What follows belongs to an exercise in optimizing a design on an open flow for small area; a production flow would make more cautious choices.
Only simulation tests tie the RTL to the original design; equivalence was not proved.
Power figures rest on the tool's default switching activity, not on a simulated workload. The clock port is modelled as an ideal driver; clocking choices that lean on that would not hold on a real chip.

File: design/flow/flow/run.sh
#!/bin/bash
# The standard layout (standard.sh), with clock tree synthesis told not to
# add dummy loads. Each tool's output is in orfs/logs/; make's output in
# standard.log.
set -e
export CTS_ARGS="-sink_clustering_enable -repair_clock_nets -dont_use_dummy_load -sink_clustering_size 32 -sink_clustering_max_diameter 90"
bash standard.sh > standard.log 2>&1
File: design/flow/standard.sh
#!/bin/bash
# synth_recipe.tcl (not shown) runs the flow's synth.tcl, then flattens the netlist and writes it again
# the make line also repeats each setting of config.mk as NAME=value (left out here)
make -C /OpenROAD-flow-scripts/flow DESIGN_CONFIG=/design/flow/config.mk WORK_HOME=/design/flow/orfs CLKGATE_MAP_FILE= SYNTH_SCRIPT=/design/flow/synth_recipe.tcl "${@:-finish}"
File: design/flow/config.mk
export PLATFORM = sky130hd
export DESIGN_NAME = frame_loader
export DESIGN_NICKNAME = frame_loader
export VERILOG_FILES = /design/flow/design.v
export SDC_FILE = /design/flow/constraint.sdc
export NUM_CORES = 4
export LEC_CHECK = 0
export CAP_MARGIN = 20
export CORE_MARGIN = 2
export CORE_UTILIZATION = 68
export CTS_CLUSTER_DIAMETER = 90
export CTS_CLUSTER_SIZE = 32
export SLEW_MARGIN = 20
export SYNTH_HIERARCHICAL = 1
export SYNTH_MINIMUM_KEEP_SIZE = 0
File: design/flow/constraint.sdc
create_clock -name core_clock -period 10.0 [get_ports {clk}]
set_input_delay 2.0000 -clock core_clock [delete_from_list [all_inputs] [get_ports {clk}]]
set_output_delay 2.0000 -clock core_clock [all_outputs]
set_load 0.01 [all_outputs]
File: design/flow/design.v
`timescale 1ns/1ns
module fl_aoi222
(
    input  logic a0, b0, a1, b1, a2, b2,
    output logic y
);
    assign y = !((a0 && b0) || (a1 && b1) || (a2 && b2));
endmodule
module fl_aoi22
(
    input  logic a0, b0, a1, b1,
    output logic y
);
    assign y = !((a0 && b0) || (a1 && b1));
endmodule
module fl_nand4
(
    input  logic a, b, c, d,
    output logic y
);
    assign y = !(a && b && c && d);
endmodule
module fl_nand3
(
    input  logic a, b, c,
    output logic y
);
    assign y = !(a && b && c);
endmodule
module fl_or6
(
    input  logic [5:0] a,
    output logic       y
);
    assign y = |a;
endmodule
module fl_and2
(
    input  logic a, b,
    output logic y
);
    assign y = a && b;
endmodule
`timescale 1ns/1ns
module frame_loader
(
    input  logic                      clk,
    input  logic                      reset,
    input  logic                      serial_in,
    input  logic                      rd_req_req,
    input  logic [6-1:0]        rd_req_addr,
    output logic                      rd_rsp_ack,
    output logic [32-1:0]        rd_rsp_data
);
    localparam int NW = 63;
    logic [32-1:0] shift_q;
    logic               hunt;        
    logic               primed;      
    logic               sync_q;      
    logic [4:0]         bit_cnt;     
    logic               wv;          
    logic               wv2;         
    logic [5:0]         rot;         
    logic [5:0]         cnt;         
    logic               ready;
    logic               full;        
    logic               pend;        
    logic [4:0]         wr_ph;       
    logic               wr_pt;       
    logic [15:0]        frame_count;
    logic [32-1:0] hold_q;
    logic [32-1:0] ring [0:NW-1];
    logic               ack_q;
    logic [32-1:0] rd_data_q;
    logic [32-1:0] shift_next;
    logic               match;
    logic               frame_end;
    logic               wr_a;
    logic               wr_b;
    assign shift_next = {shift_q[32-2:0], serial_in};
    assign match      = hunt && primed && (shift_next == 32'hF9A42BB1);
    assign frame_end  = wv2 && (cnt == 6'd63);
    assign wr_a = pend && ((cnt == 6'd63) ? (rot == 6'd31) : (bit_cnt == wr_ph && !wr_pt));
    assign wr_b = pend && ((cnt == 6'd63) ? (rot == 6'd0)  : (bit_cnt == wr_ph &&  wr_pt));
    always_ff @(posedge clk or posedge reset)
    begin
        if (reset)
        begin
            hunt        <= 1'b1;
            primed      <= 1'b0;
            sync_q      <= 1'b0;
            bit_cnt     <= '0;
            wv          <= 1'b0;
            wv2         <= 1'b0;
            rot         <= '0;
            cnt         <= '0;
            ready       <= 1'b0;
            full        <= 1'b0;
            pend        <= 1'b0;
            frame_count <= '0;
        end
        else
        begin
            sync_q  <= match;
            wv      <= !hunt && (bit_cnt == 5'd30);
            wv2     <= wv;
            rot     <= (rot == 6'd0) ? 6'd62 : rot - 6'd1;
            bit_cnt <= match ? 5'd31 : bit_cnt + 5'd1;
            pend    <= (pend && !wr_a && !wr_b) || wv;
            if (bit_cnt == 5'd30)
                primed <= 1'b1;
            if (match)
                hunt <= 1'b0;
            else if (frame_end)
                hunt <= 1'b1;
            if (frame_end)
                full <= 1'b1;
            if (wv)
                cnt <= (cnt == 6'd63) ? 6'd1 : cnt + 6'd1;
            if (sync_q)
                ready <= 1'b0;
            else if (wv && cnt == 6'd62)
                ready <= 1'b1;
            if (wv && cnt == 6'd62)
                frame_count <= frame_count + 16'd1;
        end
    end
    always_ff @(posedge clk)
    begin
        shift_q <= shift_next;
        if (wv)
            hold_q <= shift_q;
        if (wv && (cnt == 6'd63 || cnt == 6'd0))
        begin
            wr_ph <= rot[4:0];
            wr_pt <= rot[5];
        end
        for (int s = 0; s < NW; s++)
            ring[s] <= ring[(s + 1) % NW];
        if (wr_a)
            ring[30] <= hold_q;
        if (wr_b)
            ring[62] <= hold_q;
    end
    logic [5:0]         addr;
    logic [6:0]         sum;
    logic [5:0]         slot;
    logic               rd_start;
    logic               is_status;
    logic               addr_eq;
    logic               addr_lt;
    logic               sel_hold;
    logic               sel_ring;
    logic [NW-1:0]      sel;         
    logic               sel_h;       
    logic               sel_s;       
    logic               sel_k;       
    logic [32-1:0] status;
    logic [32-1:0] rd_next;
    assign addr = rd_req_addr;
    assign sum  = {1'b0, addr[0], addr[5:1]} + {1'b0, rot};
    assign slot = (sum >= 7'd63) ? 6'(sum - 7'd63) : sum[5:0];
    assign rd_start  = rd_req_req && !ack_q;
    assign is_status = (addr == '0);
    assign addr_eq   = (addr == cnt);
    assign addr_lt   = (addr < cnt);
    assign sel_hold  = !is_status && addr_eq && pend && !wv2;
    assign sel_ring  = !is_status && (addr_lt || (addr_eq && (!pend || (wv2 && full))) || (!addr_lt && !addr_eq && full));
    logic [7:0] dec_hi;
    logic [7:0] dec_lo;
    always_comb
    begin
        for (int h = 0; h < 8; h++)
            dec_hi[h] = rd_start && sel_ring && (slot[5:3] == 3'(h));
        for (int l = 0; l < 8; l++)
            dec_lo[l] = (slot[2:0] == 3'(l));
    end
    for (genvar s = 0; s < NW; s++)
    begin : g_dec
        fl_and2 i_and (.a(dec_hi[s / 8]), .b(dec_lo[s % 8]), .y(sel[s]));
    end
    assign sel_h  = rd_start && sel_hold;
    assign sel_s  = rd_start && is_status;
    assign sel_k  = !rd_start;
    assign status = {frame_count, 15'd0, ready};
    for (genvar b = 0; b < 32; b++)
    begin : g_bit
        logic [21:0] n;
        logic [5:0]  p;
        for (genvar g = 0; g < 21; g++)
        begin : g_grp
            fl_aoi222 i_ao
            (
                .a0 (sel[3*g]),   .b0 (ring[3*g][b]),
                .a1 (sel[3*g+1]), .b1 (ring[3*g+1][b]),
                .a2 (sel[3*g+2]), .b2 (ring[3*g+2][b]),
                .y  (n[g])
            );
        end
        if (b == 0 || b >= 16)
        begin : g_st
            fl_aoi222 i_ao
            (
                .a0 (sel_h), .b0 (hold_q[b]),
                .a1 (sel_s), .b1 (status[b]),
                .a2 (sel_k), .b2 (rd_data_q[b]),
                .y  (n[21])
            );
        end
        else
        begin : g_nst
            fl_aoi22 i_ao
            (
                .a0 (sel_h), .b0 (hold_q[b]),
                .a1 (sel_k), .b1 (rd_data_q[b]),
                .y  (n[21])
            );
        end
        fl_nand4 i_n0 (.a(n[0]),  .b(n[1]),  .c(n[2]),  .d(n[3]),  .y(p[0]));
        fl_nand4 i_n1 (.a(n[4]),  .b(n[5]),  .c(n[6]),  .d(n[7]),  .y(p[1]));
        fl_nand4 i_n2 (.a(n[8]),  .b(n[9]),  .c(n[10]), .d(n[11]), .y(p[2]));
        fl_nand4 i_n3 (.a(n[12]), .b(n[13]), .c(n[14]), .d(n[15]), .y(p[3]));
        fl_nand3 i_n4 (.a(n[16]), .b(n[17]), .c(n[18]), .y(p[4]));
        fl_nand3 i_n5 (.a(n[19]), .b(n[20]), .c(n[21]), .y(p[5]));
        fl_or6   i_or (.a(p), .y(rd_next[b]));
    end
    always_ff @(posedge clk or posedge reset)
    begin
        if (reset)
            ack_q <= 1'b0;
        else
            ack_q <= rd_req_req;
    end
    always_ff @(posedge clk)
    begin
        rd_data_q <= rd_next;
    end
    assign rd_rsp_ack  = ack_q;
    assign rd_rsp_data = rd_data_q;
endmodule
==> results of run 1 <==
## cells by family after synthesis
| family | after synthesis |
|---|---|
| buffers and inverters | 30 |
| multiplexers | 67 |
| adder cells (fa/ha/maj) | 22 |
| AND/OR/NAND/NOR | 497 |
| XOR/XNOR | 33 |
| flip-flops | 2160 |
| AO/OA/AOI/OAI | 754 |
## Yosys stat by module (local to each module, per instance)
module / cells inside / times used / cell area [µm²] / flip-flops and latches
fl_aoi22: 1 / 15 / 12.51 / 0
frame_loader: 2508 / 1 / 46480 / 2160
fl_or6: 3 / 32 / 13.76 / 0
fl_and2: 1 / 63 / 6.256 / 0
fl_nand3: 1 / 64 / 5.005 / 0
fl_nand4: 1 / 128 / 6.256 / 0
fl_aoi222: 1 / 689 / 10.01 / 0
## power by group
part,total [µW],internal [µW],switching [µW]
logic,78.2,22.0,56.1
clock network,3750,1400,2350
registers,8640,8630,6.45
total,12500,10100,2410
## final timing paths
| kind | startpoint | to | depth (start not counted) |
|---|---|---|---|
| worst max-delay path | rd_req_addr[1] | rd_data_q[24] | 17 |
| worst min-delay path | ring[1][24] | ring[0][24] | 0 |
| worst max register to register | rot[0] | rd_data_q[24] | 16 |
| worst min register to register | ring[1][24] | ring[0][24] | 0 |
| max in group asynchronous | reset | wv | 3 |
| min in group asynchronous | reset | rot[4] | 3 |
## synth_stat cells, types with 2 or more instances
| library cell | instances | share of area |
|---|---|---|
| clkbuf_1 | 3 | 0.00020 |
| a221oi_1 | 2 | 0.00032 |
| buf_2 | 6 | 0.00054 |
| nor4b_1 | 3 | 0.00047 |
| nand4b_1 | 3 | 0.00047 |
| o311ai_1 | 2 | 0.00032 |
| o21ai_1 | 2 | 0.00018 |
| nor2b_1 | 6 | 0.00068 |
| nor2_1 | 60 | 0.0041 |
| o31ai_1 | 3 | 0.00041 |
| ha_1 | 21 | 0.0047 |
| and3_1 | 6 | 0.00068 |
| inv_1 | 20 | 0.0014 |
| xnor2_1 | 23 | 0.0036 |
| nor4_1 | 34 | 0.0038 |
| a21oi_1 | 7 | 0.00063 |
| nand4_1 | 143 | 0.016 |
| o211ai_1 | 2 | 0.00027 |
| dfrtp_1 | 41 | 0.018 |
| mux2_2 | 64 | 0.013 |
| nor3_1 | 13 | 0.0012 |
| dfxtp_1 | 2080 | 0.75 |
| a31o_2 | 2 | 0.00032 |
| nand2_1 | 67 | 0.0045 |
| a21o_1 | 4 | 0.00054 |
| a22oi_2 | 15 | 0.0034 |
| and2_1 | 68 | 0.0077 |
| nand3_1 | 78 | 0.0070 |
| xor2_1 | 10 | 0.0016 |
| o21ai_0 | 6 | 0.00054 |
| a222oi_1 | 689 | 0.12 |
| and4_1 | 3 | 0.00047 |
| o21a_1 | 5 | 0.00068 |
| mux2i_1 | 2 | 0.00036 |
| nand2b_1 | 3 | 0.00034 |
| nor4bb_1 | 3 | 0.00054 |
| edfxtp_1 | 38 | 0.021 |
## cell type report
cell class / count / share of cell area
inverters: 20 / 0.001259
repair buffers: 100 / 0.01435
multi-input cells: 1373 / 0.1947
flip-flops and latches: 2160 / 0.7351
well taps: 1060 / 0.02224
clock buffers: 77 / 0.03231
## cells in the final DEF (no fill, tap or decap), drive strengths merged, types with 3 or more instances in the layout
cell type and instances:
mux2 64, buf 58, nor4b 3, a222oi 689, and3 6, o21ai 8, a22oi 16, nor4bb 3
and4 3, nor2b 6, clkdlybuf4s50 42, nand2b 3, clkbuf 77, nand4b 3, nor4 34, dfxtp 2080
edfxtp 38, nand4 143, xor2 10, nand2 67, nor2 60, ha 21, mux2i 3, inv 20
xnor2 23, a21oi 7, and2 68, o31ai 3, nor3 14, dfrtp 41, o21a 5, a21o 4
nand3 79
## stage by stage
stage	hold slack [ns]	util	std cells	power, µW
after global routing	0.3304	0.7391	4790	12800
final	0.3196	0.7391	4790	12470
after CTS	0.3213	0.7390	4790	12500
after floorplan	0.3298	-	3563	8877
after detailed placement	0.3348	0.7151	4713	8909
after global placement	0.3318	0.7150	4713	8907
## worst register-to-register path, cell delays in order (launching register included)
cell      delay (ns)
dfrtp_1         0.51
ha_1            0.25
inv_1           0.06
fa_1            0.51
inv_1           0.11
ha_1            0.21
inv_1           0.08
a21oi_1         0.13
o311ai_1        0.18
o41ai_4         0.67
nand2_1         0.11
mux2i_1         0.73
and2_2          1.05
a222oi_1        0.31
nand3_1         0.16
nor4_1          0.11
nand2_1         0.09
## state kept, by name (all words and copies together), names as in the netlist, 5 cells and up
signal,count
rd_data_q,32
frame_count,16
hold_q,32
cnt,6
wr_ph,5
ring,2016
shift_q,32
rot,6
bit_cnt,5
## per-layer routing
| metal | GRT usage | vias up |
|---|---|---|
| li1 | - | 14628 |
| met1 | 0.4468 | 16863 |
| met2 | 0.5572 | 1935 |
| met3 | 0.04066 | 400 |
| met4 | 0.1986 | 2 |
| met5 | 0 | - |
==> run notes, run 1 <==
* Fill cells at 5059
* Highest Signal Layer: met5
* TritonCTS Sinks at 2160
* CP Buf/Inv Count at 4
* GR Overflow Total at 0
* Synth Area in XOR/XNOR at 0.005206
* Number of synthesized flops with an enable pin at 38
* First-pass GRT wire length at 214500 µm
* Setup bufs post-CTS at 0
* Final net count at 3764
* Met1 Wirelength at 54530 µm
* Fin crit share at 0.6658
* # diodes at 0
* I/O Pins at 43
* Top cell by count, worst path: inv_1
* Power Density at 209.1 nW/µm²
* Routed WL at 146200 µm
* Hold Violations, Final at 0
* Met3 WL post-DR at 13310 µm
* WS Path Type: in2reg
* Multi-input logic area at 11610 µm²
* Worst R2R Setup Slack at 4.66 ns
* Leak pwr at 0.02216 µW
* IO Port Bufs at 42
* Syn-to-layout area delta at 7.404%
* Post-Syn Area at 55520 µm²
* Routed wire per std cell at 30.52 µm
* Starting DRT DRC Count at 6197
* Die area at 83940 µm²
* Row cnt at 104
* Die W at 289.7 µm
* CTS root buffer: clkbuf_16
* Outcome: complete, no violations
* Post-synthesis compound-gate area fraction at 0.1349
* Crit. End Element: register
* Die height at 289.7 µm
* Core box area at 80680 µm²
* Hold WC Path Type: reg2reg
* Largest family of logic cells by synthesized area: compound AO/OA/AOI/OAI gates
* CTS H-tree lvls at 3
* Cts hold-fix bufs at 0
* Vias in the first global route at 34808
* Placed instance area at 57690 µm²
* Syn Area/Cell at 15.58 µm²
* Vias per cell at 7.062
* CP Data Arrival Time at 7.26 ns
* CP Launch Type: input port
* HPWL after DPL at 90120 µm
* Setup_tns at 0 ns
* Register area share after synthesis at 0.7895
* Initial Util at 0.6881
* RD Place Congestion at 0.9083
* MaxCap Viol Count at 0
* RSZ-0062 raised after global routing: no
* CP Cell Sequence: clkdlybuf4s50_1 -> ha_1 -> inv_1 -> fa_1 -> inv_1 -> ha_1 -> inv_1 -> a21oi_1 -> o311ai_1 -> o41ai_4 -> nand2_1 -> mux2i_1 -> and2_2 -> a222oi_1 -> nand3_1 -> nor4_1 -> nand2_1
* Slowest stage delay, CP at 1.05 ns
* Num CTS Buffers at 77
* CP delay by family, top: simple AND/OR/NAND/NOR gates
* Max transition margin at 0.2159
* Max Fanout on Critical Path at 32
* Final setup violating endpoints at 0
* Max IR drop VDD at 0.1573 mV
* Ys flop type: dfxtp_1
* Worst-Margin Slew at 1.167 ns
* Adder-cell share of the synthesized area at 0.005093
* Req. time, crit path at 10.60 ns
* CTS Buffer Depth at 3
* Final worst setup slack at 3.342 ns
* Routed wl met2 at 68860 µm
* Simple-gate portion of the synthesized area at 0.04922
* Min Tclk post-route at 6.658 ns
* Initial antenna violation count at 1
* Reg area at 43830 µm²
* DRT antenna net count at 0
* FF+latch count, synth at 2160
* CTS-repair resized insts at 0
* Initial DRT Pass Iterations at 9
* Yosys cell types at 63
* FMAX at 150.2 MHz
* # DRC at 0
* Setup WS pre-CTS at 2.827 ns
* Synthesized Nets at 3595
* Asr flop ratio synth at 0.01944
* Mux cell area share after synthesis at 0.01375
* CTS tree: yes
* Fin area at 59630 µm²
* Cells after synthesis at 3563
* Clock-pin slew on the worst setup and hold paths at 0.11 ns
* Post-Route Skew at 0.04687 ns
* Clk latency of the worst-skew pair at 0.67 ns
* Syn. warnings at 9
* Total track usage at 0.3425
* Largest net degree at the start of global routing at 43
* Layout cell share with drive strength beyond 1 at 0.06595
* Via count of the routed design at 33828
* Final Max Tran Viols at 0
* Slowest cell on the critical path: and2_2
==> run 2, diff against run 1 <==
--- a/design/flow/config.mk
+++ b/design/flow/config.mk
@@ -8,5 +8,5 @@
 export CAP_MARGIN = 20
 export CORE_MARGIN = 2
-export CORE_UTILIZATION = 68
+export CORE_UTILIZATION = 50
 export CTS_CLUSTER_DIAMETER = 90
 export CTS_CLUSTER_SIZE = 32
==> run 2 against run 1 <==
Net effect: utilization decreased by 19 points; power increased by 0.58%; routed wire length increased by 3.0%; sequential share of layout area decreased by 0.77 points; clock power increased by 2%; clock skew increased by 0.023 ns; critical path type unchanged; critical endpoint is now rd_data_q[23]; highest routed layer unchanged.
==> run notes, run 2 <==
* Outcome: complete, no violations
* I/O Pins at 43 (unchanged)
* Synthesized Nets at 3595 (unchanged)
* CTS root buffer: clkbuf_16
* CTS H-tree lvls at 3 (unchanged)
* Asr flop ratio synth at 0.01944 (unchanged)
* Initial Util at 0.5030 (-0.1851)
* Row cnt at 122 (+17%)
* Worst-Margin Slew at 1.101 ns (-0.06569 ns)
* Routed wire per std cell at 28.78 µm (-5.7%)
* Setup bufs post-CTS at 0 (unchanged)
* Max IR drop VDD at 0.1470 mV (-6.5%)
* Max Fanout on Critical Path at 32 (unchanged)
* Routed WL at 150600 µm (+3.0%)
* Final net count at 3778 (+0.37%)
* IO Port Bufs at 42 (unchanged)
* Commonest non-fill, non-tap cell in the layout: dfxtp_1
* Largest net degree at the start of global routing at 43 (unchanged)
* Post-Route Skew at 0.06959 ns (+0.02272 ns)
* GR Overflow Total at 0 (unchanged)
* Leak pwr at 0.02223 µW (+0.31%)
* Post-Syn Area at 55520 µm² (unchanged)
* Cts hold-fix bufs at 0 (unchanged)
* Final Max Tran Viols at 0 (unchanged)
* Syn. warnings at 9 (unchanged)
* Total track usage at 0.2612 (-0.08129)
* DRT antenna net count at 0 (unchanged)
* Clock-pin slew on the worst setup and hold paths at 0.11 ns (about the same)
* Fin crit share at 0.6451 (-0.02071)
* Multi-input logic area at 11580 µm² (-0.23%)
* FMAX at 155.0 MHz (+3.2%)
* CP Cell Sequence: clkdlybuf4s50_1 -> ha_1 -> inv_1 -> fa_1 -> inv_1 -> ha_1 -> inv_1 -> a21oi_1 -> o311ai_1 -> o41ai_4 -> o31ai_1 -> and2_1 -> buf_4 -> a222oi_1 -> nand4_1 -> nor2_1 -> nand2_1
* Crit. End Element: register
* Cells after synthesis at 3563 (unchanged)
* Syn-to-layout area delta at 8.546%
* Via count of the routed design at 32946 (-2.6%)
* Initial DRT Pass Iterations at 9 (unchanged)
* Final setup violating endpoints at 0 (unchanged)
* Slowest stage delay, CP at 0.66 ns (-0.39 ns)
* CTS-repair resized insts at 0 (unchanged)
* FF+latch count, synth at 2160 (unchanged)
* HPWL after DPL at 90160 µm (about the same)
* First-pass GRT wire length at 218100 µm (+1.7%)
* Core box area at 110400 µm² (+37%)
* Inst Count DP at 5154 (+9.4%)
* # DRC at 0 (unchanged)
* Die area at 113700 µm² (+35%)
* Biggest register: ring
* Vias per cell at 6.296 (-11%)
* Vias in the first global route at 32208 (-7.5%)
* Fill cells at 9086 (+80%)
* Min Tclk post-route at 6.451 ns (-0.2071 ns)
* Reg area at 43830 µm² (unchanged)
* Yosys cell types at 63 (unchanged)
* Most frequent cell after synthesis: dfxtp_1
* CP Launch Type: input port
* Largest area contributor in the netlist: dfxtp_1
* Most frequent cells in the layout: dfxtp_1, a222oi_1, nand4_1, nand3_1, clkbuf_16
* Power Density at 208.1 nW/µm² (-0.48%)
* Layout cell share with drive strength beyond 1 at 0.06597 (about the same)
* RSZ-0062 raised after global routing: no
* Synth cell count leaders: dfxtp_1, a222oi_1, nand4_1
* Top cell by count, worst path: inv_1
* CP Data Arrival Time at 6.98 ns (-0.28 ns)
* Initial antenna violation count at 2 (+1)
* WS Path Type: in2reg
* Req. time, crit path at 10.53 ns (-0.07 ns)
* RD Place Congestion at 0.8456 (-6.9%)
* Ys flop type: dfxtp_1
* Starting DRT DRC Count at 5370 (-13%)
* MaxCap Viol Count at 0 (unchanged)
* Register area share after synthesis at 0.7895 (unchanged)
* Post-synth top area share at 0.7500 (unchanged)
* Setup_tns at 0 ns (unchanged)
* Die height at 337.2 µm (+16%)
* CTS tree: yes
* Hold WC Path Type: reg2reg
* Max reg flops at 2016 (unchanged)
* Hold Violations, Final at 0 (unchanged)
* Slowest cell on the critical path: nor2_1
* Max transition margin at 0.2595 (+0.04351)
* Clk latency of the worst-skew pair at 0.70 ns (+0.03 ns)
* CTS Buffer Depth at 3 (unchanged)
* Non-filler cells, final at 5233 (+9.2%)
* Syn Area/Cell at 15.58 µm² (unchanged)
* Die W at 337.2 µm (+16%)
* Num CTS Buffers at 78 (+1.3%)
* TritonCTS Sinks at 2160 (unchanged)
* Number of synthesized flops with an enable pin at 38 (unchanged)
* Area contributors post-synth: dfxtp_1, a222oi_1, edfxtp_1
run 2: cell types whose count changed in the layout (fill, tap and decap cells not counted), moves of 2 or more:
cell	delta
buf_4	+13
and2_2	-11
o31ai_2	-2
and2_1	+11
o31ai_1	+2
run 2: critical path, delay by kind of cell:
family | cells | cell delay [ns]
fa+ha+maj | 3 | 0.92
simple gates | 4 | 1.21
compound gates | 5 | 1.75
buf+inv | 5 | 1.08
run 2: path summary, 6_finish.rpt:
path	start	endpoint	slack, ns	depth (start not counted)
setup / recovery	rd_req_addr[1]	rd_data_q[23]	3.55	17
hold / removal	ring[35][26]	ring[34][26]	0.29	0
setup reg to reg	rot[0]	rd_data_q[23]	4.96	16
hold reg to reg	ring[35][26]	ring[34][26]	0.29	0
max in group asynchronous	reset	wv	7.55	2
min in group asynchronous	reset	cnt[3]	1.84	2
run 2: logic make-up after synthesis:
kind of cell	after synthesis	synth area share
compound gates	754	0.1349
xor+xnor	33	0.005206
fa+ha+maj	22	0.005093
buf+inv	30	0.002299
flops	2160	0.7895
mux	67	0.01375
simple gates	497	0.04922
run 2: where the power goes:
| part | total (µW) | internal [µW] | switching, µW |
|---|---|---|---|
| combinational | 76.3 | 22.0 | 54.3 |
| clock | 3830 | 1420 | 2410 |
| sequential | 8640 | 8630 | 6.85 |
run 2: layer usage:
layer  routed length [µm]  up-vias  GRT usage
met2                69710     1240     0.4197
met3                10860      227    0.03585
met5                   17        -          0
met4                 6258        2     0.1049
met1                63740    16830     0.3576
li1                     -    14647          -
run 2: area by class of cell:
| type | count | share of cell area |
|---|---|---|
| timing repair buffer | 113 | 0.01582 |
| sequential | 2160 | 0.7274 |
| tap | 1488 | 0.03090 |
| inverter | 20 | 0.001246 |
| multi-input combinational | 1373 | 0.1922 |
| antenna | 1 | 0.00004153 |
| clock buffer | 78 | 0.03239 |
run 2: Yosys stat by module, one instance, submodules excluded:
module / cells / copies in the design / area, µm² / flops+latches
fl_or6: 3 / 32 / 13.76 / 0
fl_nand4: 1 / 128 / 6.256 / 0
fl_aoi22: 1 / 15 / 12.51 / 0
frame_loader: 2508 / 1 / 46480 / 2160
fl_and2: 1 / 63 / 6.256 / 0
fl_aoi222: 1 / 689 / 10.01 / 0
fl_nand3: 1 / 64 / 5.005 / 0
run 2: per-stage QoR:
stage	total power [µW]	setup WS, ns	hold slack [ns]	utilization	cell area, µm²
2_1_floorplan	8877	4.741	0.3298	-	55520
3_3_place_gp	8908	2.982	0.3311	0.5283	58310
3_5_place_dp	8909	2.908	0.3345	0.5283	58310
4_1_cts	12620	3.665	0.2964	0.5460	60260
5_1_grt	12940	3.490	0.2991	0.5460	60260
6_report	12540	3.549	0.2857	0.5460	60260
==> run 3, diff against run 2 <==
==> design/flow/flow/run.sh (replaced) <==
#!/bin/bash
# The standard layout (standard.sh) with two changes: clock tree synthesis
# adds no dummy loads, and the port buffers are the smallest buffer cell.
# Each tool's output is in orfs/logs/; make's output in standard.log.
set -e
export CTS_ARGS="-sink_clustering_enable -repair_clock_nets -dont_use_dummy_load -sink_clustering_size 32 -sink_clustering_max_diameter 90"
export BUFFER_PORTS_ARGS="-buffer_cell sky130_fd_sc_hd__buf_1"
bash standard.sh > standard.log 2>&1
--- a/design/flow/config.mk
+++ b/design/flow/config.mk
@@ -8,5 +8,5 @@
 export CAP_MARGIN = 20
 export CORE_MARGIN = 2
-export CORE_UTILIZATION = 50
+export CORE_UTILIZATION = 72
 export CTS_CLUSTER_DIAMETER = 90
 export CTS_CLUSTER_SIZE = 32
==> run 3 against run 2 <==
Net effect: sequential cell count unchanged; maximum frequency down 0.99%; still clean; largest cell class unchanged; largest power group unchanged; clock skew down 0.014 ns; highest routed layer is now met4.
==> run notes, run 3 <==
* Outcome: complete, no violations
* CP Data Arrival Time at 7.04 ns (+0.06 ns)
* Syn Area/Cell at 15.58 µm² (unchanged)
* RSZ-0062 raised after global routing: no
* Die height at 281.7 µm (-16%)
* Synthesized Nets at 3595 (unchanged)
* Vias per cell at 7.124 (+13%)
* WS Path Type: in2reg
* CTS-repair resized insts at 0 (unchanged)
* Flop pwr share at 0.692 (+0.003)
* Max Fanout on Critical Path at 20 (-38%)
* Worst-Margin Slew at 1.189 ns (+0.08784 ns)
* Setup bufs post-CTS at 0 (unchanged)
* DRT antenna net count at 0 (unchanged)
* Max transition margin at 0.2011 (-0.05838)
* Switching share of total power at 0.1948 (-0.001967)
* Slowest stage delay, CP at 0.88 ns (+0.22 ns)
* Final setup violating endpoints at 0 (unchanged)
* Cts hold-fix bufs at 0 (unchanged)
* Row cnt at 101 (-17%)
* Core box area at 76200 µm² (-31%)
* Power Density at 210.5 nW/µm² (+1.2%)
* Leak pwr at 0.02205 µW (-0.82%)
* Biggest register: ring
* I/O Pins at 43 (unchanged)
* Num CTS Buffers at 77 (-1.3%)
* Routed wire per std cell at 31.09 µm (+8.0%)
* Vias in the first global route at 34935 (+8.5%)
* Register area share after synthesis at 0.7895 (unchanged)
* Comb power frac at 0.006 (about the same)
* Initial Util at 0.7286 (+0.2255)
* Total track usage at 0.3694 (+0.1082)
* Syn-to-layout area delta at 6.815%
* Worst R2R Setup Slack at 4.48 ns (-0.48 ns)
* Crit. End Element: register
* Slowest cell on the critical path: nor4_1
* CTS Buffer Depth at 3 (unchanged)
* CTS tree: yes
* Min Hold Slack at 0.3141 ns (+0.02844 ns)
* Int Pwr at 10050 µW (-0.20%)
* Most frequent cell after synthesis: dfxtp_1
* Power, Total at 12480 µW (-0.44%)
* # DRC at 0 (unchanged)
* Syn. warnings at 9 (unchanged)
* # diodes at 0 (-1)
* FF+latch count, synth at 2160 (unchanged)
* Cells after synthesis at 3563 (unchanged)
* RD Place Congestion at 0.9352 (+11%)
* Routed WL at 147900 µm (-1.8%)
* Final Max Tran Viols at 0 (unchanged)
* Area contributors post-synth: dfxtp_1, a222oi_1, edfxtp_1
* Placed instance area at 57370 µm² (-1.6%)
* Asr flop ratio synth at 0.01944 (unchanged)
* Max IR drop VDD at 0.1568 mV (+6.7%)
* MaxCap Viol Count at 0 (unchanged)
* Post-Syn Area at 55520 µm² (unchanged)
* Via count of the routed design at 33890 (+2.9%)
* IO Port Bufs at 42 (unchanged)
* First-pass GRT wire length at 218400 µm (+0.15%)
* Clock-pin slew on the worst setup and hold paths at 0.11 ns (about the same)
* Synth cell count leaders: dfxtp_1, a222oi_1, nand4_1
* Top cell by count, worst path: inv_1
* Most frequent cells in the layout: dfxtp_1, a222oi_1, nand4_1, nand3_1, clkbuf_16
* Fin crit share at 0.6516 (+0.006460)
* Clk latency of the worst-skew pair at 0.67 ns (-0.03 ns)
* Final net count at 3761 (-0.45%)
* GR Overflow Total at 0 (unchanged)
* Starting DRT DRC Count at 6026 (+12%)
* Min Tclk post-route at 6.516 ns (+0.06460 ns)
* Ys flop type: dfxtp_1
* NetSw at 2432 µW (-1.4%)
* Largest net degree at the start of global routing at 43 (unchanged)
* CP Launch Type: input port
* Post-Route Skew at 0.05578 ns (-0.01381 ns)
* Die area at 79340 µm² (-30%)
* FMAX at 153.5 MHz (-0.99%)
* CTS H-tree lvls at 3 (unchanged)
* CP Cell Sequence: buf_1 -> ha_1 -> inv_1 -> fa_1 -> inv_1 -> ha_1 -> inv_1 -> a21oi_1 -> o311ai_1 -> o41ai_4 -> o41ai_1 -> buf_4 -> and2_1 -> buf_4 -> a222oi_1 -> nand3_1 -> nor4_1 -> nand2_1
* Fin area at 59300 µm² (-1.6%)
* Die W at 281.7 µm (-16%)
* CTS root buffer: clkbuf_16
* Post-synth top area share at 0.7500 (unchanged)
* Max reg flops at 2016 (unchanged)
* Largest area contributor in the netlist: dfxtp_1
* Layout cell share with drive strength beyond 1 at 0.06520 (-0.0007723)
* Setup_tns at 0 ns (unchanged)
* Initial antenna violation count at 1 (-1)
* Hold WC Path Type: reg2reg
* HPWL after DPL at 91990 µm (+2.0%)
* Commonest non-fill, non-tap cell in the layout: dfxtp_1
* TritonCTS Sinks at 2160 (unchanged)
* Hold Violations, Final at 0 (unchanged)
* Req. time, crit path at 10.52 ns (about the same)
* Yosys cell types at 63 (unchanged)
* Number of synthesized flops with an enable pin at 38 (unchanged)
* Initial DRT Pass Iterations at 9 (unchanged)
* Clock share of power at 0.302 (-0.003)
run 3: worst max-delay path: cells and delay by family:
family | cells | cell delay [ns]
buffers and inverters | 6 | 1.00
adder cells (fa/ha/maj) | 3 | 0.92
AO/OA/AOI/OAI | 5 | 1.51
AND/OR/NAND/NOR | 4 | 1.58
run 3: cell families after synthesis:
kind of cell,count (synthesis),synth area share
AO/OA/AOI/OAI,754,0.1349
XOR/XNOR,33,0.005206
adder cells (fa/ha/maj),22,0.005093
buffers and inverters,30,0.002299
flip-flops,2160,0.7895
multiplexers,67,0.01375
AND/OR/NAND/NOR,497,0.04922
run 3: layer usage:
layer  vias up  GRT usage  wire [µm]
met2      2020     0.5882      68440
li1      14621          -          -
met3       393    0.05361      13960
met4         0     0.2409      10780
met5         -          0          0
met1     16856     0.4765      54720
run 3: per-stage QoR:
| step | cells | utilization | setup WS [ns] |
|---|---|---|---|
| 3_3_place_gp | 4680 | 0.7528 | 3.139 |
| 2_1_floorplan | 3563 | - | 4.741 |
| 3_5_place_dp | 4680 | 0.7529 | 3.098 |
| 5_1_grt | 4757 | 0.7782 | 3.290 |
| 6_report | 4757 | 0.7782 | 3.484 |
| 4_1_cts | 4757 | 0.7782 | 3.783 |
run 3: cell type report:
type / count / area [µm²]
flip-flops and latches: 2160 / 43830
well taps: 1030 / 1289
inverters: 20 / 75.07
repair buffers: 97 / 570.5
fillers: 4518 / 16900
clock buffers: 77 / 1927
multi-input cells: 1373 / 11600
run 3: final timing paths:
| path | cells past startpoint | to | startpoint |
|---|---|---|---|
| setup / recovery | 18 | rd_data_q[15] | rd_req_addr[1] |
| hold / removal | 0 | ring[16][25] | ring[17][25] |
| setup reg to reg | 17 | rd_data_q[15] | rot[0] |
| hold reg to reg | 0 | ring[16][25] | ring[17][25] |
| max in group asynchronous | 2 | wv | reset |
| min in group asynchronous | 2 | bit_cnt[4] | reset |
run 3: power groups by stage:
| stage | Combinational (µW) | Clock (µW) | Sequential, µW |
|---|---|---|---|
| CTS | 71.8 | 3790 | 8640 |
| global route | 78.4 | 4070 | 8640 |
| global placement | 69.3 | 0 | 8830 |
| finish | 73.6 | 3770 | 8640 |
| floorplan | 46.1 | 0 | 8830 |
| detailed placement | 71.6 | 0 | 8830 |
run 3: modules after synthesis, one instance, submodules excluded:
module	copies in the design	cells	flip-flops and latches
fl_nand3	64	1	0
fl_or6	32	3	0
fl_and2	63	1	0
fl_aoi22	15	1	0
frame_loader	1	2508	2160
fl_nand4	128	1	0
fl_aoi222	689	1	0
==> run 4, diff against run 3 <==
--- a/design/flow/design.v
+++ b/design/flow/design.v
@@ -7,10 +7,10 @@
     assign y = !((a0 && b0) || (a1 && b1) || (a2 && b2));
 endmodule
-module fl_aoi22
-(
-    input  logic a0, b0, a1, b1,
-    output logic y
-);
-    assign y = !((a0 && b0) || (a1 && b1));
+module fl_nand2
+(
+    input  logic a, b,
+    output logic y
+);
+    assign y = !(a && b);
 endmodule
 module fl_nand4
@@ -186,5 +186,5 @@
     for (genvar b = 0; b < 32; b++)
     begin : g_bit
-        logic [21:0] n;
+        logic [22:0] n;
         logic [5:0]  p;
         for (genvar g = 0; g < 21; g++)
@@ -210,10 +210,6 @@
         else
         begin : g_nst
-            fl_aoi22 i_ao
-            (
-                .a0 (sel_h), .b0 (hold_q[b]),
-                .a1 (sel_k), .b1 (rd_data_q[b]),
-                .y  (n[21])
-            );
+            fl_nand2 i_nh (.a(sel_h), .b(hold_q[b]),    .y(n[21]));
+            fl_nand2 i_nk (.a(sel_k), .b(rd_data_q[b]), .y(n[22]));
         end
         fl_nand4 i_n0 (.a(n[0]),  .b(n[1]),  .c(n[2]),  .d(n[3]),  .y(p[0]));
@@ -221,6 +217,14 @@
         fl_nand4 i_n2 (.a(n[8]),  .b(n[9]),  .c(n[10]), .d(n[11]), .y(p[2]));
         fl_nand4 i_n3 (.a(n[12]), .b(n[13]), .c(n[14]), .d(n[15]), .y(p[3]));
-        fl_nand3 i_n4 (.a(n[16]), .b(n[17]), .c(n[18]), .y(p[4]));
-        fl_nand3 i_n5 (.a(n[19]), .b(n[20]), .c(n[21]), .y(p[5]));
+        if (b == 0 || b >= 16)
+        begin : g_st5
+            fl_nand3 i_n4 (.a(n[16]), .b(n[17]), .c(n[18]), .y(p[4]));
+            fl_nand3 i_n5 (.a(n[19]), .b(n[20]), .c(n[21]), .y(p[5]));
+        end
+        else
+        begin : g_nst5
+            fl_nand4 i_n4 (.a(n[16]), .b(n[17]), .c(n[18]), .d(n[19]), .y(p[4]));
+            fl_nand3 i_n5 (.a(n[20]), .b(n[21]), .c(n[22]), .y(p[5]));
+        end
         fl_or6   i_or (.a(p), .y(rd_next[b]));
     end
==> run 4 against run 3 <==
Net effect: via count is 0.51% higher; first-iteration DRC count is 0.22% higher; final area hardly changed; worst hold slack better by 0.0068 ns; setup slack better by 0.22 ns; critical path type unchanged; highest routed layer unchanged.
==> run notes, run 4 <==
* Setup bufs post-CTS at 0 (unchanged)
* # DRC at 0 (unchanged)
* CTS Buffer Depth at 3 (unchanged)
* Initial antenna violation count at 3 (+2)
* Starting DRT DRC Count at 6039 (+0.22%)
* TritonCTS Sinks at 2160 (unchanged)
* Via count of the routed design at 34064 (+0.51%)
* Hold wc startpoint: ring[4][25]
* Crit. End Element: register
* Min Tclk post-route at 6.293 ns (-0.2233 ns)
* Leak pwr at 0.02203 µW (about the same)
* Asr flop ratio synth at 0.01944 (unchanged)
* Fin crit share at 0.6293 (-0.02233)
* Routed wire per std cell at 30.74 µm (-1.1%)
* Die height at 281.5 µm (about the same)
* R2R Path Start: rot[0]
* Outcome: complete, no violations
* Largest net degree at the start of global routing at 43 (unchanged)
* Flop pwr share at 0.693 (about the same)
* Post-Route Skew at 0.04125 ns (-0.01453 ns)
* Synthesized Nets at 3610 (+0.42%)
* Worst reg2reg path depth at 16 (-1)
* Yosys cell types at 62 (-1.6%)
* Syn-to-layout area delta at 6.827% (about the same)
* Hold Path Cell Cnt at 0 (unchanged)
* CP Launch Type: input port
* Cells after synthesis at 3578 (+0.42%)
* Setup WS pre-CTS at 3.156 ns (+0.05808 ns)
* Syn. warnings at 9 (unchanged)
* Min Hold Slack at 0.3210 ns (+0.006847 ns)
* Num CTS Buffers at 77 (unchanged)
* CTS-repair resized insts at 0 (unchanged)
* Die W at 281.5 µm (about the same)
* Ys flop type: dfxtp_1
* Comb power frac at 0.006 (about the same)
* Initial Util at 0.7290 (about the same)
* Reg area at 43830 µm² (about the same)
* MaxCap Viol Count at 0 (unchanged)
* Syn Area/Cell at 15.50 µm² (-0.52%)
* Max reg flops at 2016 (unchanged)
* Row cnt at 101 (unchanged)
* Final setup violating endpoints at 0 (unchanged)
* Post-synth top area share at 0.7508 (+0.0007614)
* Inst Count DP at 4696 (+0.34%)
* Max transition margin at 0.2033 (+0.002183)
* Vias per cell at 7.135 (+0.16%)
* RSZ-0062 raised after global routing: no
* RD Place Congestion at 0.9445 (+0.99%)
* Worst R2R Setup Slack at 4.68 ns (+0.20 ns)
* IO Port Bufs at 42 (unchanged)
* Power Density at 210.4 nW/µm² (about the same)
* Hold Violations, Final at 0 (unchanged)
* FF+latch count, synth at 2160 (unchanged)
* Most frequent cell after synthesis: dfxtp_1
* GR Overflow Total at 0 (unchanged)
* Clk latency of the worst-skew pair at 0.67 ns (about the same)
* Final worst setup slack at 3.707 ns (+0.2233 ns)
* CP Data Arrival Time at 6.90 ns (-0.14 ns)
* Clock share of power at 0.301 (about the same)
* Multi-input logic area at 11540 µm² (-0.54%)
* Register area share after synthesis at 0.7903 (+0.0008016)
* Most frequent cells in the layout: dfxtp_1, a222oi_1, nand4_1, nand2_1, clkbuf_16
* Number of synthesized flops with an enable pin at 38 (unchanged)
* First-pass GRT wire length at 217800 µm (-0.29%)
* Req. time, crit path at 10.61 ns (+0.09 ns)
* Commonest non-fill, non-tap cell in the layout: dfxtp_1
* Core box area at 76080 µm² (-0.17%)
* Largest area contributor in the netlist: dfxtp_1
* FMAX at 158.9 MHz (+3.5%)
* HPWL after DPL at 91800 µm (-0.21%)
* CTS tree: yes
* Synth cell count leaders: dfxtp_1, a222oi_1, nand4_1
* Worst-Margin Slew at 1.179 ns (-0.01020 ns)
* WS Path Type: in2reg
* DRT antenna net count at 0 (unchanged)
* Setup_tns at 0 ns (unchanged)
* Max IR drop VDD at 0.1922 mV (+23%)
* Final net count at 3777 (+0.43%)
* Biggest register: ring
* Reg2Reg Capture Point: rd_data_q[7]
* Layout cell share with drive strength beyond 1 at 0.06091 (-0.004286)
* Hold EP: ring[3][25]
* I/O Pins at 43 (unchanged)
* Int Pwr at 10050 µW (unchanged)
* Non-filler cells, final at 4774 (+0.36%)
* Cts hold-fix bufs at 0 (unchanged)
* Final Util at 0.7788 (about the same)
* CTS root buffer: clkbuf_16
* Die area at 79260 µm² (about the same)
* CTS H-tree lvls at 3 (unchanged)
* Total track usage at 0.3678 (-0.001533)
* Area contributors post-synth: dfxtp_1, a222oi_1, edfxtp_1
* Routed WL at 146700 µm (-0.78%)
* Max Fanout on Critical Path at 32 (+60%)
* Final Max Tran Viols at 0 (unchanged)
* Clock-pin slew on the worst setup and hold paths at 0.11 ns (about the same)
* NetSw at 2416 µW (-0.68%)
* Fill cells at 4513 (-0.11%)
* Vias in the first global route at 34825 (-0.31%)
* Post-Syn Area at 55460 µm² (-0.10%)
* Hold WC Path Type: reg2reg
* Switching share of total power at 0.1937 (-0.001070)
* Initial DRT Pass Iterations at 8 (-1)
==> run 4: cell types whose count changed in the layout (fill, tap and decap cells not counted), moves of 2 or more <==
| cell | change |
|---|---|
| and2_1 | -4 |
| a22oi_2 | -15 |
| o31ai_1 | +2 |
| nand3_1 | -15 |
| nand4_1 | +15 |
| nand2_1 | +30 |
| and2_2 | +4 |
| o31ai_2 | -2 |
==> run 4: worst max path at each step <==
stage	start	endpoint	slack, ns	cells after the start
final	rd_req_addr[1]	rd_data_q[7]	3.71	17
after CTS	rd_req_addr[1]	rd_data_q[24]	3.85	17
after floorplan	rd_req_addr[1]	rd_data_q[10]	4.73	16
after detailed placement	rd_req_addr[1]	rd_data_q[24]	3.16	17
after global placement	rd_req_addr[1]	rd_data_q[23]	3.41	17
after global routing	rd_req_addr[1]	rd_data_q[21]	3.65	17
==> run 4: area by class of cell <==
| cell class | instances | share of cell area |
|---|---|---|
| antenna | 1 | 0.00004224 |
| clock buffer | 77 | 0.03252 |
| inverter | 20 | 0.001267 |
| multi-input combinational | 1388 | 0.1948 |
| sequential | 2160 | 0.7398 |
| tap | 1030 | 0.02175 |
| timing repair buffer | 98 | 0.009757 |
==> run 4: power groups by stage <==
stage | sequential, µW | clock (µW) | combinational (µW)
5_1_grt | 8640 | 4070 | 78.9
3_5_place_dp | 8830 | 0 | 72.4
6_report | 8640 | 3760 | 74.5
2_1_floorplan | 8830 | 0 | 45.5
4_1_cts | 8640 | 3780 | 72.6
3_3_place_gp | 8830 | 0 | 69.8
==> run 4: cell families (layout without fill, tap and decap cells) <==
group,count (synthesis),after routing,synth area share
AO/OA/AOI/OAI,739,739,0.1316
XOR/XNOR,33,33,0.005211
multiplexers,67,67,0.01376
other,0,1,0
buffers and inverters,30,195,0.002301
flip-flops,2160,2160,0.7903
AND/OR/NAND/NOR,527,527,0.05164
adder cells (fa/ha/maj),22,22,0.005099
==> run 4: per-layer routing <==
| metal | vias to the layer above | global-route usage | wire (µm) |
|---|---|---|---|
| met4 | 0 | 0.2249 | 10130 |
| met3 | 420 | 0.05187 | 14490 |
| met5 | - | 0 | 0 |
| met1 | 16858 | 0.4698 | 52630 |
| met2 | 2145 | 0.5993 | 69490 |
| li1 | 14641 | - | - |
==> run 4: critical path, stage by stage <==
cell and delay [ns]:
buf_1 0.14, ha_1 0.22, inv_1 0.07, fa_1 0.52, inv_1 0.11, ha_1 0.21
inv_1 0.08, a21oi_1 0.13, o311ai_1 0.17, o41ai_4 0.60, nand2_1 0.13, mux2i_1 0.86
and2_2 0.99, a222oi_1 0.31, nand4_1 0.19, nor4_1 0.06, nand2_1 0.06
==> run 4: Yosys stat by module, one instance, submodules excluded <==
module        flops+latches  cell area, µm²  cells  copies in the design
fl_and2                   0           6.256      1                    63
fl_nand4                  0           6.256      1                   143
frame_loader           2160           46480   2508                     1
fl_nand2                  0           3.754      1                    30
fl_nand3                  0           5.005      1                    49
fl_or6                    0           13.76      3                    32
fl_aoi222                 0           10.01      1                   689
==> run 4: per-stage QoR <==
stage / total power, µW / area (µm²)
detailed placement: 8906 / 57320
CTS: 12490 / 59240
global route: 12790 / 59240
floorplan: 8876 / 55460
global placement: 8903 / 57320
finish: 12470 / 59250
==> run 5, diff against run 4 <==
==> design/flow/flow/run.sh (replaced) <==
#!/bin/bash
# The standard layout (standard.sh) with two changes: clock tree synthesis
# adds no dummy loads, and the port buffers are the smallest buffer cell.
# Each tool's output is in orfs/logs/; make's output in standard.log.
set -e
export CTS_ARGS="-sink_clustering_enable -repair_clock_nets -dont_use_dummy_load -sink_clustering_size 35 -sink_clustering_max_diameter 90"
export BUFFER_PORTS_ARGS="-buffer_cell sky130_fd_sc_hd__buf_1"
bash standard.sh > standard.log 2>&1
--- a/design/flow/config.mk
+++ b/design/flow/config.mk
@@ -10,5 +10,5 @@
 export CORE_UTILIZATION = 72
 export CTS_CLUSTER_DIAMETER = 90
-export CTS_CLUSTER_SIZE = 32
+export CTS_CLUSTER_SIZE = 35
 export SLEW_MARGIN = 20
 export SYNTH_HIERARCHICAL = 1
==> run 5 against run 4 <==
Net effect: utilization fell by 0.16 points; sequential power barely moved; area after synthesis did not move; non-clock buffer count did not move; cell count fell by 0.10%; critical path depth did not move.
==> run notes, run 5 <==
* Critical Path Source: rd_req_addr[1]
* Setup bufs post-CTS at 0 (unchanged)
* Crit. End Element: register
* CP Buf/Inv Count at 4 (unchanged)
* Max transition margin at 0.2314 (+0.02814)
* Max reg flops at 2016 (unchanged)
* Synth cell count leaders: dfxtp_1, a222oi_1, nand4_1
* Cells after synthesis at 3578 (unchanged)
* Non-filler cells, final at 4769 (-0.10%)
* MaxCap Viol Count at 0 (unchanged)
* Post-Syn Area at 55460 µm² (unchanged)
* Syn-to-layout area delta at 6.601%
* Largest area contributor in the netlist: dfxtp_1
* Initial DRT Pass Iterations at 10 (+2)
* TritonCTS Sinks at 2160 (unchanged)
* Most frequent cell after synthesis: dfxtp_1
* Outcome: complete, no violations
* Yosys cell types at 62 (unchanged)
* HPWL after DPL at 91800 µm (unchanged)
* Top cell by count, worst path: inv_1
* CTS tree: yes
* Max IR drop VDD at 0.1995 mV (+3.7%)
* Cts hold-fix bufs at 0 (unchanged)
* Hold WC Path Type: reg2reg
* Asr flop ratio synth at 0.01944 (unchanged)
* Slowest cell on the critical path: and2_2
* CTS-repair resized insts at 0 (unchanged)
* Hold wc startpoint: ring[4][26]
* CTS root buffer: clkbuf_16
* Met3 usage at 0.05336 (+0.001492)
* CTS H-tree lvls at 3 (unchanged)
* Met2 GRT Util at 0.5865 (-0.01282)
* Leak pwr at 0.02197 µW (-0.28%)
* First-pass GRT wire length at 216800 µm (-0.48%)
* Synthesized Nets at 3610 (unchanged)
* Clock share of power at 0.296 (-0.005)
* IO Port Bufs at 42 (unchanged)
* Min Hold Slack at 0.2904 ns (-0.03061 ns)
* CP Data Arrival Time at 6.87 ns (-0.03 ns)
* Final Max Tran Viols at 0 (unchanged)
* Ys flop type: dfxtp_1
* Vias per cell at 7.131 (about the same)
* I/O Pins at 43 (unchanged)
* Flop pwr share at 0.698 (+0.005)
* CP Cell Sequence: buf_1 -> ha_1 -> inv_1 -> fa_1 -> inv_1 -> ha_1 -> inv_1 -> a21oi_1 -> o311ai_1 -> o41ai_4 -> nand2_1 -> mux2i_1 -> and2_2 -> a222oi_1 -> nand4_1 -> nor4_1 -> nand2_1
* Largest net degree at the start of global routing at 43 (unchanged)
* Setup_tns at 0 ns (unchanged)
* Syn. warnings at 9 (unchanged)
* Post-synth top area share at 0.7508 (unchanged)
* Gr busiest metal: met2
* Int Pwr at 9972 µW (-0.80%)
* Inst Count DP at 4696 (unchanged)
* NetSw at 2402 µW (-0.55%)
* Setup WS pre-CTS at 3.156 ns (unchanged)
* Biggest register: ring
* Row cnt at 101 (unchanged)
* RSZ-0062 raised after global routing: no
* Area contributors post-synth: dfxtp_1, a222oi_1, edfxtp_1
* Clk latency of the worst-skew pair at 0.66 ns (about the same)
* Via count of the routed design at 34006 (-0.17%)
* WS Path Type: in2reg
* Worst-Margin Slew at 1.153 ns (-0.02614 ns)
* Initial antenna violation count at 2 (-1)
* Min Tclk post-route at 6.272 ns (-0.02068 ns)
* Number of synthesized flops with an enable pin at 38 (unchanged)
* Power Density at 209.3 nW/µm² (-0.54%)
* GR Overflow Total at 0 (unchanged)
* Met1 Use GR at 0.4678 (-0.001965)
* Routed WL at 146200 µm (-0.37%)
* Die area at 79260 µm² (unchanged)
* Commonest non-fill, non-tap cell in the layout: dfxtp_1
* DRT antenna net count at 0 (unchanged)
* Starting DRT DRC Count at 6120 (+1.3%)
* RD Place Congestion at 0.9445 (unchanged)
* Hold Violations, Final at 0 (unchanged)
* Routed wire per std cell at 30.66 µm (-0.27%)
* Final net count at 3772 (-0.13%)
* CP Launch Type: input port
* Post-Route Skew at 0.06016 ns (+0.01891 ns)
* R2R Path Start: rot[0]
* CTS Buffer Depth at 3 (unchanged)
* Vias in the first global route at 34694 (-0.38%)
* Final worst setup slack at 3.728 ns (+0.02068 ns)
* Total track usage at 0.3661 (-0.001719)
* Max Fanout on Critical Path at 32 (unchanged)
* Die height at 281.5 µm (unchanged)
* Most frequent cells in the layout: dfxtp_1, a222oi_1, nand4_1, nand2_1, clkbuf_16
* Req. time, crit path at 10.60 ns (about the same)
* Clock-pin slew on the worst setup and hold paths at 0.12 ns (about the same)
* FF+latch count, synth at 2160 (unchanged)
* Register area share after synthesis at 0.7903 (unchanged)
* Fin crit share at 0.6272 (-0.002068)
* Slowest stage delay, CP at 1.00 ns (about the same)
* Comb power frac at 0.006 (about the same)
* Final setup violating endpoints at 0 (unchanged)
* Syn Area/Cell at 15.50 µm² (unchanged)
* # DRC at 0 (unchanged)
* Die W at 281.5 µm (unchanged)
* Initial Util at 0.7290 (unchanged)
* Num CTS Buffers at 72 (-6.5%)
* Core box area at 76080 µm² (unchanged)
* CP delay by family, top: simple AND/OR/NAND/NOR gates
* Layout cell share with drive strength beyond 1 at 0.05966 (-0.001256)
* Switching share of total power at 0.1942 (+0.0004059)
* FMAX at 159.4 MHz (+0.33%)
-- run 5: cell type report --
class / count / area (µm²)
flip-flops and latches: 2160 / 43830
fillers: 4508 / 16950
multi-input cells: 1388 / 11540
clock buffers: 72 / 1802
well taps: 1030 / 1289
repair buffers: 98 / 578.1
inverters: 20 / 75.07
diodes: 1 / 2.502
-- run 5: worst register-to-register path, cell delays in order, from the launching register on --
cell	delay [ns]
dfrtp_1	0.50
ha_1	0.26
inv_1	0.07
fa_1	0.53
inv_1	0.11
ha_1	0.21
inv_1	0.08
a21oi_1	0.13
o311ai_1	0.17
o41ai_4	0.60
nand2_1	0.14
mux2i_1	0.84
and2_2	1.00
a222oi_1	0.30
nand4_1	0.17
nor4_1	0.06
nand2_1	0.10
-- run 5: modules after synthesis, one instance, submodules excluded --
module,flip-flops and latches,times used,cells
fl_or6,0,32,3
fl_nand3,0,49,1
fl_aoi222,0,689,1
fl_nand2,0,30,1
frame_loader,2160,1,2508
fl_nand4,0,143,1
fl_and2,0,63,1
-- run 5: through the flow --
stage / instance area (µm²) / total power (µW) / utilization
5_1_grt: 59120 / 12680 / 0.7771
4_1_cts: 59120 / 12390 / 0.7771
2_1_floorplan: 55460 / 8876 / -
6_report: 59120 / 12370 / 0.7771
3_5_place_dp: 57320 / 8906 / 0.7534
3_3_place_gp: 57320 / 8903 / 0.7534
-- run 5: metal layers --
layer / share of wire / routed length, µm
met1: 0.36 / 52840
met2: 0.47 / 68330
met3: 0.099 / 14400
met4: 0.072 / 10600
met5: 0.00018 / 27
-- run 5: cell families after synthesis --
kind of cell | share of synthesized area
buffers and inverters | 0.002301
XOR/XNOR | 0.005211
flip-flops | 0.7903
AND/OR/NAND/NOR | 0.05164
multiplexers | 0.01376
AO/OA/AOI/OAI | 0.1316
adder cells (fa/ha/maj) | 0.005099
-- run 5: worst paths after layout --
path                              endpoint  slack, ns  depth (start not counted)
max                          rd_data_q[21]       3.73                         17
min                            ring[3][26]       0.29                          0
max reg2reg                  rd_data_q[21]       4.73                         16
min reg2reg                    ring[3][26]       0.29                          0
max in group asynchronous       bit_cnt[3]       8.11                          3
min in group asynchronous  frame_count[13]       1.43                          3
-- run 5: power by group through the flow --
stage               Clock [µW]  Sequential (µW)  Combinational [µW]
floorplan                    0             8830                45.5
global placement             0             8830                69.8
detailed placement           0             8830                72.4
CTS                       3680             8640                72.7
global route              3960             8640                78.8
finish                    3660             8640                74.4
==> run 6, diff against run 5 <==
--- a/design/flow/design.v
+++ b/design/flow/design.v
@@ -41,4 +41,11 @@
 );
     assign y = a && b;
+endmodule
+module fl_ao22
+(
+    input  logic a0, b0, a1, b1,
+    output logic y
+);
+    assign y = (a0 && b0) || (a1 && b1);
 endmodule
 `timescale 1ns/1ns
@@ -126,9 +133,23 @@
         end
     end
+    logic [32-1:0] hold_d;
+    logic [32-1:0] ring30_d;
+    logic [32-1:0] ring62_d;
+    logic               wv_n;
+    logic               wr_a_n;
+    logic               wr_b_n;
+    assign wv_n   = !wv;
+    assign wr_a_n = !wr_a;
+    assign wr_b_n = !wr_b;
+    for (genvar b = 0; b < 32; b++)
+    begin : g_wr
+        fl_ao22 i_hold (.a0(wv),   .b0(shift_q[b]), .a1(wv_n),   .b1(hold_q[b]),  .y(hold_d[b]));
+        fl_ao22 i_r30  (.a0(wr_a), .b0(hold_q[b]),  .a1(wr_a_n), .b1(ring[31][b]), .y(ring30_d[b]));
+        fl_ao22 i_r62  (.a0(wr_b), .b0(hold_q[b]),  .a1(wr_b_n), .b1(ring[0][b]),  .y(ring62_d[b]));
+    end
     always_ff @(posedge clk)
     begin
         shift_q <= shift_next;
-        if (wv)
-            hold_q <= shift_q;
+        hold_q  <= hold_d;
         if (wv && (cnt == 6'd63 || cnt == 6'd0))
         begin
@@ -138,8 +159,6 @@
         for (int s = 0; s < NW; s++)
             ring[s] <= ring[(s + 1) % NW];
-        if (wr_a)
-            ring[30] <= hold_q;
-        if (wr_b)
-            ring[62] <= hold_q;
+        ring[30] <= ring30_d;
+        ring[62] <= ring62_d;
     end
     logic [5:0]         addr;
==> design/flow/flow/run.sh (replaced) <==
#!/bin/bash
# The standard layout (standard.sh) with two changes: clock tree synthesis
# adds no dummy loads, and the port buffers are the smallest buffer cell.
# Each tool's output is in orfs/logs/; make's output in standard.log.
set -e
export CTS_ARGS="-sink_clustering_enable -repair_clock_nets -dont_use_dummy_load -sink_clustering_size 34 -sink_clustering_max_diameter 80"
export BUFFER_PORTS_ARGS="-buffer_cell sky130_fd_sc_hd__buf_1"
bash standard.sh > standard.log 2>&1
--- a/design/flow/config.mk
+++ b/design/flow/config.mk
@@ -8,7 +8,7 @@
 export CAP_MARGIN = 20
 export CORE_MARGIN = 2
-export CORE_UTILIZATION = 72
-export CTS_CLUSTER_DIAMETER = 90
-export CTS_CLUSTER_SIZE = 35
+export CORE_UTILIZATION = 75
+export CTS_CLUSTER_DIAMETER = 80
+export CTS_CLUSTER_SIZE = 34
 export SLEW_MARGIN = 20
 export SYNTH_HIERARCHICAL = 1
==> run 6 against run 5 <==
Net effect: still clean; sequential cell count unchanged; cell count down 0.67%; die area down 4.4%; power down 0.11%; first-iteration DRC count up 0.96%; non-clock buffer count up 7; global-route usage up 1.7 points; via count up 2.0%; worst hold slack better by 0.040 ns; critical path type unchanged; largest power group unchanged.
==> run notes, run 6 <==
* IO Port Bufs at 42 (unchanged)
* Outcome: complete, no violations
* Setup_tns at 0 ns (unchanged)
* Post-synth top area share at 0.7661 (+0.01532)
* Initial antenna violation count at 4 (+2)
* Total track usage at 0.3833 (+0.01716)
* Hold WC Path Type: reg2reg
* TritonCTS Sinks at 2160 (unchanged)
* Biggest register: ring
* CTS tree: yes
* CTS root buffer: clkbuf_16
* GR Overflow Total at 0 (unchanged)
* Hold Violations, Final at 0 (unchanged)
* Post-Syn Area at 55190 µm² (-0.49%)
* HPWL after DPL at 91540 µm (-0.28%)
* CTS Buffer Depth at 3 (unchanged)
* Area contributors post-synth: dfxtp_1, a222oi_1, dfrtp_1
* Commonest non-fill, non-tap cell in the layout: dfxtp_1
* Vias per cell at 7.326 (+2.7%)
* Initial DRT Pass Iterations at 8 (-2)
* CP delay by family, top: compound AO/OA/AOI/OAI gates
* CTS-repair resized insts at 0 (unchanged)
* Synthesized Nets at 3636 (+0.72%)
* Routed WL at 146900 µm (+0.50%)
* Clk latency of the worst-skew pair at 0.67 ns (about the same)
* Slowest cell on the critical path: nor4_1
* Slowest stage delay, CP at 0.75 ns (-0.25 ns)
* CTS H-tree lvls at 3 (unchanged)
* Largest area contributor in the netlist: dfxtp_1
* Post-Route Skew at 0.03368 ns (-0.02648 ns)
* Layout cell share with drive strength beyond 1 at 0.04766 (-0.01200)
* MaxCap Viol Count at 0 (unchanged)
* Worst-Margin Slew at 1.236 ns (+0.08309 ns)
* Routed wl met2 at 65670 µm (-3.9%)
* Leak pwr at 0.02196 µW (about the same)
* Row cnt at 99 (-2.0%)
* Setup bufs post-CTS at 0 (unchanged)
* Num CTS Buffers at 73 (+1.4%)
* Ys flop type: dfxtp_1
* Asr flop ratio synth at 0.01944 (unchanged)
* Final net count at 3812 (+1.1%)
* Simple-gate portion of the synthesized area at 0.05092 (-0.0007197)
* Post-synthesis compound-gate area fraction at 0.1467 (+0.01509)
* # DRC at 0 (unchanged)
* First-pass GRT wire length at 216700 µm (about the same)
* Syn Area/Cell at 15.32 µm² (-1.2%)
* RSZ-0062 raised after global routing: no
* Starting DRT DRC Count at 6179 (+0.96%)
* Min Hold Slack at 0.3308 ns (+0.04048 ns)
* Core box area at 72960 µm² (-4.1%)
* CP Cell Sequence: buf_1 -> ha_1 -> inv_1 -> fa_1 -> inv_1 -> ha_1 -> o21a_1 -> o311a_1 -> a31oi_4 -> o21ai_0 -> and2_1 -> buf_4 -> a222oi_1 -> nand4_1 -> nor4_1 -> nand2_1
* Min Tclk post-route at 6.285 ns (+0.01279 ns)
* CP Data Arrival Time at 6.79 ns (-0.08 ns)
* Largest net degree at the start of global routing at 43 (unchanged)
* Max transition margin at 0.1673 (-0.06410)
* CP Launch Type: input port
* Vias in the first global route at 35345 (+1.9%)
* FMAX at 159.1 MHz (-0.20%)
* Crit. End Element: register
* Synth cell count leaders: dfxtp_1, a222oi_1, nand4_1
* Register area share after synthesis at 0.7885 (-0.001898)
* Synth Area in XOR/XNOR at 0.005532 (+0.0003205)
* Cells after synthesis at 3603 (+0.70%)
* Final Max Tran Viols at 0 (unchanged)
* Max reg flops at 2016 (unchanged)
* Initial Util at 0.7564 (+0.02740)
* FF+latch count, synth at 2160 (unchanged)
* Fill cells at 3999 (-11%)
* RD Place Congestion at 0.9282 (-1.7%)
* Max IR drop VDD at 0.2181 mV (+9.4%)
* Most frequent cells in the layout: dfxtp_1, a222oi_1, nand4_1, a22o_1, nand2_1
* Die height at 275.3 µm (-2.2%)
* Cts hold-fix bufs at 0 (unchanged)
* Largest family of logic cells by synthesized area: compound AO/OA/AOI/OAI gates
* Multi-input logic area at 11610 µm² (+0.60%)
* Power Density at 209.9 nW/µm² (+0.31%)
* Reg area at 43510 µm² (-0.73%)
* DRT antenna net count at 0 (unchanged)
* Met3 WL post-DR at 15420 µm (+7.1%)
* Met1 Wirelength at 53790 µm (+1.8%)
* Most frequent cell after synthesis: dfxtp_1
* Syn. warnings at 9 (unchanged)
* Mux cell area share after synthesis at 0.001111 (-0.01265)
* Number of synthesized flops with an enable pin at 6 (-84%)
* I/O Pins at 43 (unchanged)
* Req. time, crit path at 10.50 ns (-0.10 ns)
* Die W at 275.3 µm (-2.2%)
* WS Path Type: in2reg
* Syn-to-layout area delta at 6.679% (about the same)
* Via count of the routed design at 34703 (+2.0%)
* CP Buf/Inv Count at 4 (unchanged)
* Yosys cell types at 56 (-9.7%)
* Adder-cell share of the synthesized area at 0.005351 (+0.0002519)
* Die area at 75770 µm² (-4.4%)
* Highest Signal Layer: met5
* Clock-pin slew on the worst setup and hold paths at 0.12 ns (about the same)
* Worst R2R Setup Slack at 4.66 ns (-0.07 ns)
* Max Fanout on Critical Path at 32 (unchanged)
* Routed wire per std cell at 31.02 µm (+1.2%)
* Final setup violating endpoints at 0 (unchanged)
* Fin crit share at 0.6285 (+0.001279)
run 6: worst register-to-register path: stages (launching register included):
cell and delay [ns]:
dfrtp_1 0.54, ha_1 0.25, inv_1 0.06, fa_1 0.55, inv_1 0.09, ha_1 0.25, o21a_1 0.21, o311a_1 0.14
a31oi_4 0.30, o21ai_0 0.51, and2_1 0.33, buf_4 0.28, a222oi_1 0.47, nand4_1 0.35, nor4_1 0.75, nand2_1 0.13
run 6: through the flow:
step / cell area (µm²) / utilization / power (µW) / cells / setup slack [ns]
floorplan: 55190 / - / 8853 / 3603 / 4.621
global placement: 57040 / 0.7819 / 8876 / 4663 / 3.416
detailed placement: 57040 / 0.7819 / 8880 / 4663 / 3.265
CTS: 58870 / 0.8069 / 12370 / 4736 / 3.936
global route: 58870 / 0.8069 / 12660 / 4736 / 3.722
finish: 58870 / 0.8069 / 12360 / 4737 / 3.715
run 6: kinds of logic (layout without fill, tap and decap cells):
logic type	after synthesis	count (layout)
multiplexers	6	6
adder cells (fa/ha/maj)	23	23
XOR/XNOR	34	34
flip-flops	2160	2160
AO/OA/AOI/OAI	831	831
other	0	1
AND/OR/NAND/NOR	521	521
buffers and inverters	28	202
run 6: layout make-up:
| class | instances | area share |
|---|---|---|
| multi-input combinational | 1415 | 0.1972 |
| timing repair buffer | 105 | 0.01071 |
| clock buffer | 73 | 0.03103 |
| inverter | 24 | 0.001530 |
| sequential | 2160 | 0.7391 |
| tap | 959 | 0.02038 |
| antenna | 1 | 0.00004250 |
run 6: Yosys stat by module, one instance, submodules excluded, excerpt:
module,cells,times used,cell area [µm²],flip-flops and latches
fl_or6,3,32,13.76,0
fl_nand3,1,49,5.005,0
fl_ao22,1,96,8.758,0
fl_nand4,1,143,6.256,0
frame_loader,2437,1,45360,2160
fl_aoi222,1,689,10.01,0
run 6: path summary, 6_finish.rpt:
check                          startpoint               to  cells past startpoint
max in group asynchronous           reset           cnt[1]                      3
hold reg to reg              ring[32][26]     ring[31][26]                      0
hold / removal               ring[32][26]     ring[31][26]                      0
setup reg to reg                   rot[0]    rd_data_q[29]                     15
setup / recovery           rd_req_addr[1]    rd_data_q[29]                     16
min in group asynchronous           reset  frame_count[12]                      3
run 6: layer usage:
| metal | GRT usage | vias to the layer above |
|---|---|---|
| li1 | - | 14822 |
| met1 | 0.4954 | 17125 |
| met2 | 0.5926 | 2272 |
| met3 | 0.06672 | 482 |
| met4 | 0.2704 | 2 |
| met5 | 0 | - |
run 6: report_power, final:
| part | internal (µW) | switching [µW] |
|---|---|---|
| registers | 8610 | 6.64 |
| clock network | 1330 | 2340 |
| logic | 19.0 | 49.7 |
| total | 9970 | 2390 |

static timing again, ports no longer ideal:
The flow's constraints put no driver on any port. The routed layouts listed below were extracted and timed again, unchanged, in two steps.
Step 1 (the two cells are an assumption about what drives the block):
set clk [get_ports {clk}]
set_driving_cell -lib_cell sky130_fd_sc_hd__clkbuf_16 $clk
set_driving_cell -lib_cell sky130_fd_sc_hd__buf_2 [delete_from_list [all_inputs] $clk]
Step 2 times the ports against the registers' clock, not the clock port: input delays grow and output delays shrink by t, the midpoint of the rising clock arrivals with the driver on.
Three values: ideal, step 1, step 2; two values: the first two.
| run | t (ns) | slack for setup (ns) | clock arrival spread, ns | slew at the worst register clock pin (ns) |
|---|---|---|---|---|
| run 1 | 0.719 | 3.342 / 3.390 / 2.671 | 0.050 / 0.050 | 0.12 / 0.12 |
| run 2 | 0.740 | 3.549 / 3.604 / 2.864 | 0.070 / 0.070 | 0.12 / 0.12 |
| run 3 | 0.715 | 3.484 / 3.531 / 2.816 | 0.059 / 0.059 | 0.12 / 0.12 |
| run 4 | 0.721 | 3.707 / 3.756 / 3.035 | 0.042 / 0.042 | 0.12 / 0.12 |
| run 5 | 0.702 | 3.728 / 3.776 / 3.074 | 0.062 / 0.062 | 0.12 / 0.12 |
| run 6 | 0.723 | 3.715 / 3.758 / 3.035 | 0.036 / 0.036 | 0.12 / 0.12 |
After both steps every run listed still meets setup and hold. The setup slack of run 2, which loses most, moves by +0.055 ns with the drivers and by -0.685 ns with both steps.
